Context: an optimization exercise on an open-source flow, tuned for small area and a short achievable clock period. The choices shown serve that exercise and are no tape-out recipe. The RTL was checked by simulation tests, not by an equivalence proof against the original design. No activity file was given, so power comes from the tool's default toggle rates.

==> trial 60: inputs <==
==> flow/design.v <==
package program_sequencer_pkg;
    typedef enum logic {
        ST_LOAD = 1'b0,
        ST_RUN  = 1'b1
    } seq_state_t;
    localparam logic [7:0] DEFAULT_PARK = 8'hC0;
    localparam logic [3:0] OP_JUMP      = 4'hE;
    localparam logic [3:0] OP_JUMP_NZ   = 4'hF;
endpackage
module program_sequencer_pm_ram #(
    parameter int ADDR_W = 8
) (
    input  logic                     clk,
    input  logic                     i_we,
    input  logic [ADDR_W-1:0]        i_waddr,
    input  logic [7:0]               i_wdata,
    output logic [8*(2**ADDR_W)-1:0] o_bits,      
    output logic [8*(2**ADDR_W)-1:0] o_next,
    output logic                     o_pend_we,
    output logic [ADDR_W-1:0]        o_pend_addr,
    output logic [7:0]               o_pend_data
);
    localparam int DEPTH = 2**ADDR_W;
    logic               r_we;
    logic               r_we_n;       
    logic [ADDR_W-1:0]  r_waddr;
    logic [7:0]         r_wdata;
    logic [8*DEPTH-1:0] r_bits;
    logic [DEPTH-1:0]   w_sel;
    logic [DEPTH-1:0]   w_hold;
    always_ff @(posedge clk) begin
        r_we    <= i_we;
        r_we_n  <= ~i_we;
        r_waddr <= i_waddr;
        r_wdata <= i_wdata;
    end
    always_comb begin
        for (int i = 0; i < DEPTH; i++) begin
            w_sel[i]  = r_we && (r_waddr == ADDR_W'(i));
            w_hold[i] = r_we_n || (r_waddr != ADDR_W'(i));
        end
        for (int i = 0; i < DEPTH; i++)
            o_next[8*i +: 8] = ({8{w_sel[i]}} & r_wdata) | ({8{w_hold[i]}} & r_bits[8*i +: 8]);
    end
    always_ff @(posedge clk) begin
        r_bits <= o_next;
    end
    assign o_bits      = r_bits;
    assign o_pend_we   = r_we;
    assign o_pend_addr = r_waddr;
    assign o_pend_data = r_wdata;
endmodule
module program_sequencer
#(
    parameter int          ADDR_W     = 8,
    parameter logic [7:0]  PARK_INSTR = program_sequencer_pkg::DEFAULT_PARK
) (
    input  logic              clk,
    input  logic              reset_n,
    input  logic              jmp,
    input  logic              jmp_nz,
    input  logic [3:0]        ir_nibble,
    input  logic              zero_flag,
    input  logic              prog_valid,
    input  logic [7:0]        prog_data,
    output logic              prog_ready,
    input  logic              run_start,
    input  logic              load_req,
    output logic [7:0]        next_instr,
    output logic [ADDR_W-1:0] pc,
    output logic              running,
    output logic [ADDR_W-1:0] load_count
);
    localparam int DEPTH = 2**ADDR_W;
    logic               r_run;
    logic               r_rdy;
    logic [ADDR_W-1:0]  r_pc;
    logic [15:0]        r_page_oh;    
    logic [ADDR_W-1:0]  r_load_count;
    logic [7:0]         r_instr;
    logic [127:0]       r_pbuf;       
    logic               w_run_nxt;
    logic [ADDR_W-1:0]  w_pc_nxt;
    logic [ADDR_W-1:0]  w_count_nxt;
    logic [7:0]         w_instr_nxt;
    logic [127:0]       w_pbuf_nxt;
    logic               w_take;
    logic               w_cross;
    logic [8*DEPTH-1:0] w_mem;
    logic [8*DEPTH-1:0] w_mem_nxt;
    logic               w_pend_we;
    logic [ADDR_W-1:0]  w_pend_addr;
    logic [7:0]         w_pend_data;
    logic [127:0]       w_npage;      
    logic [7:0]         w_jbyte;
    logic [7:0]         w_ibyte;
    logic [7:0]         w_zbyte;
    logic [ADDR_W-1:0]  w_inc_pc;
    assign w_take   = jmp | (jmp_nz & ~zero_flag);
    assign w_cross  = &r_pc[3:0];
    assign w_inc_pc = r_pc + ADDR_W'(1);
    always_ff @(posedge clk or negedge reset_n) begin
        if (!reset_n) begin
            r_run        <= 1'b0;
            r_rdy        <= 1'b1;
            r_pc         <= '0;
            r_page_oh    <= 16'h0001;
            r_load_count <= '0;
            r_instr      <= PARK_INSTR;
        end else begin
            r_run        <= w_run_nxt;
            r_rdy        <= ~w_run_nxt;
            r_pc         <= w_pc_nxt;
            r_page_oh    <= 16'h0001 << w_pc_nxt[7:4];
            r_load_count <= w_count_nxt;
            r_instr      <= w_instr_nxt;
        end
    end
    always_ff @(posedge clk) begin
        r_pbuf <= w_pbuf_nxt;
    end
    program_sequencer_pm_ram #(
        .ADDR_W (ADDR_W)
    ) u_pm (
        .clk         (clk),
        .i_we        (r_rdy & prog_valid),
        .i_waddr     (r_load_count),
        .i_wdata     (prog_data),
        .o_bits      (w_mem),
        .o_next      (w_mem_nxt),
        .o_pend_we   (w_pend_we),
        .o_pend_addr (w_pend_addr),
        .o_pend_data (w_pend_data)
    );
    always_comb begin
        w_npage = '0;
        for (int g = 0; g < 16; g++)
            w_npage = w_npage | ({128{r_page_oh[(g + 15) % 16]}} & w_mem[128*g +: 128]);
    end
    always_comb begin
        if (r_rdy || w_pend_we)
            w_pbuf_nxt = w_mem_nxt[127:0];
        else if (w_cross && !w_take && !load_req)
            w_pbuf_nxt = w_npage;
        else
            w_pbuf_nxt = r_pbuf;
    end
    always_comb begin
        if (w_pend_we && w_pend_addr == {r_pc[ADDR_W-1:4], ir_nibble})
            w_jbyte = w_pend_data;
        else
            w_jbyte = r_pbuf[8*ir_nibble +: 8];
        if (w_pend_we && w_pend_addr == w_inc_pc)
            w_ibyte = w_pend_data;
        else if (w_cross)
            w_ibyte = w_npage[7:0];
        else
            w_ibyte = r_pbuf[8*w_inc_pc[3:0] +: 8];
        if (prog_valid && r_load_count == '0)
            w_zbyte = prog_data;
        else
            w_zbyte = w_mem_nxt[7:0];
    end
    always_comb begin
        w_run_nxt   = r_run;
        w_pc_nxt    = r_pc;
        w_count_nxt = r_load_count;
        w_instr_nxt = PARK_INSTR;
        if (!r_run) begin
            if (prog_valid)
                w_count_nxt = r_load_count + ADDR_W'(1);
            if (run_start) begin
                w_run_nxt   = 1'b1;
                w_pc_nxt    = '0;
                w_instr_nxt = w_zbyte;
            end
        end else begin
            if (load_req) begin
                w_run_nxt   = 1'b0;
                w_pc_nxt    = '0;
                w_count_nxt = '0;
            end else if (w_take) begin
                w_pc_nxt    = {r_pc[ADDR_W-1:4], ir_nibble};
                w_instr_nxt = w_jbyte;
            end else begin
                w_pc_nxt    = w_inc_pc;
                w_instr_nxt = w_ibyte;
            end
        end
    end
    assign running    = r_run;
    assign prog_ready = r_rdy;
    assign next_instr = r_instr;
    assign pc         = r_pc;
    assign load_count = r_load_count;
endmodule
==> flow/run.sh <==
#!/bin/bash
# synth_recipe.tcl (not shown) runs the flow's synth.tcl, then flattens the netlist and writes it again
# the make line also repeats each setting of config.mk as NAME=value (left out here)
make -C /OpenROAD-flow-scripts/flow DESIGN_CONFIG=/design/flow/config.mk WORK_HOME=/design/flow/orfs CLKGATE_MAP_FILE= SYNTH_SCRIPT=/design/flow/synth_recipe.tcl finish
==> flow/config.mk <==
export PLATFORM = sky130hd
export DESIGN_NAME = program_sequencer
export DESIGN_NICKNAME = program_sequencer
export VERILOG_FILES = /design/flow/design.v
export SDC_FILE = /design/flow/constraint.sdc
export NUM_CORES = 4
export LEC_CHECK = 0
export CAP_MARGIN = 20
export CORE_MARGIN = 2
export CORE_UTILIZATION = 45
export SETUP_SLACK_MARGIN = 2.4
export SLEW_MARGIN = 20
==> flow/constraint.sdc <==
create_clock -name core_clock -period 5.2 [get_ports {clk}]
set_input_delay 1.0400 -clock core_clock [delete_from_list [all_inputs] [get_ports {clk}]]
set_output_delay 1.0400 -clock core_clock [all_outputs]
set_load 0.01 [all_outputs]
==> inputs of build 78, as changes to trial 60 <==
CORE_UTILIZATION = 30   (was 45)
CTS_CLUSTER_DIAMETER = 70   (was unset)
CTS_CLUSTER_SIZE = 22   (was unset)
==> flow_summary.rst <==
.. list-table::
   :header-rows: 1

   * - Metric
     - Value
   * - Power density of the placed cells
     - 389.8 nW/µm²
   * - Reg clk slew, reported paths
     - 70 ps
   * - Layout cells sized above 1
     - 13.38%
   * - Result of the run
     - timing/DRC/antenna clean
   * - Worst Skew
     - 51.65 ps
   * - Worst IR drop on VDD
     - just under 400 µV
   * - Routed WL per cell
     - around 36 µm
   * - Via total after detailed routing
     - 70.16k
   * - Count of instances resized after the clock tree is built
     - 164
   * - Total of clock buffers placed in the layout
     - 356
   * - Worst setup margin
     - 2266 ps
   * - GR Util All Layers
     - 35.25%
Source of the figures above: trial 60

==> flow_summary.rst <==
.. list-table::
   :header-rows: 1

   * - Metric
     - Value
   * - Wire length of the first global-routing pass
     - between 400 and 500 mm
   * - Power density of the placed cells
     - roughly 350 nW/µm²
   * - Result of the run
     - timing/DRC/antenna clean
   * - Layout cells sized above 1
     - 11.28%
   * - Via total after detailed routing
     - 70.32k
   * - Count of instances resized after the clock tree is built
     - 133
   * - Total of clock buffers placed in the layout
     - 187
   * - Reg clk slew, reported paths
     - ~90 ps
   * - Worst IR drop on VDD
     - 340.3 µV
   * - GR Util All Layers
     - 23.71%
   * - Number of cells on the critical path
     - 5
Source of the figures above: build 78

[what the ideal ports hide]
The flow's constraints put no driver on any port. The routed layouts listed below were extracted and timed again, unchanged, in two steps. Step 1 (the two cells are an assumption about what drives the block):
set clk [get_ports {clk}]
set_driving_cell -lib_cell sky130_fd_sc_hd__clkbuf_16 $clk
set_driving_cell -lib_cell sky130_fd_sc_hd__buf_2 [delete_from_list [all_inputs] $clk]
Step 2 adds t to the input delays and takes it off the output delays; t is the mean of the earliest and latest rising clock arrival at the registers after step 1. Input paths then give back, and output paths get back, about the clock's delay inside the block. Three values: ideal, step 1, step 2; two values: the first two.
| run | shift t [ns] | setup WS [ns] | pins driven straight from the clock port |
|---|---|---|---|
| trial 60 | 0.968 | 2.266 / 2.266 / 1.660 | 1 |
| build 78 | 0.928 | 2.157 / 2.157 / 1.585 | 1 |
After both steps every run listed still meets setup and hold. For trial 60, which loses most, drivers alone change the setup slack by 0.000 ns; drivers and shift together by -0.606 ns.
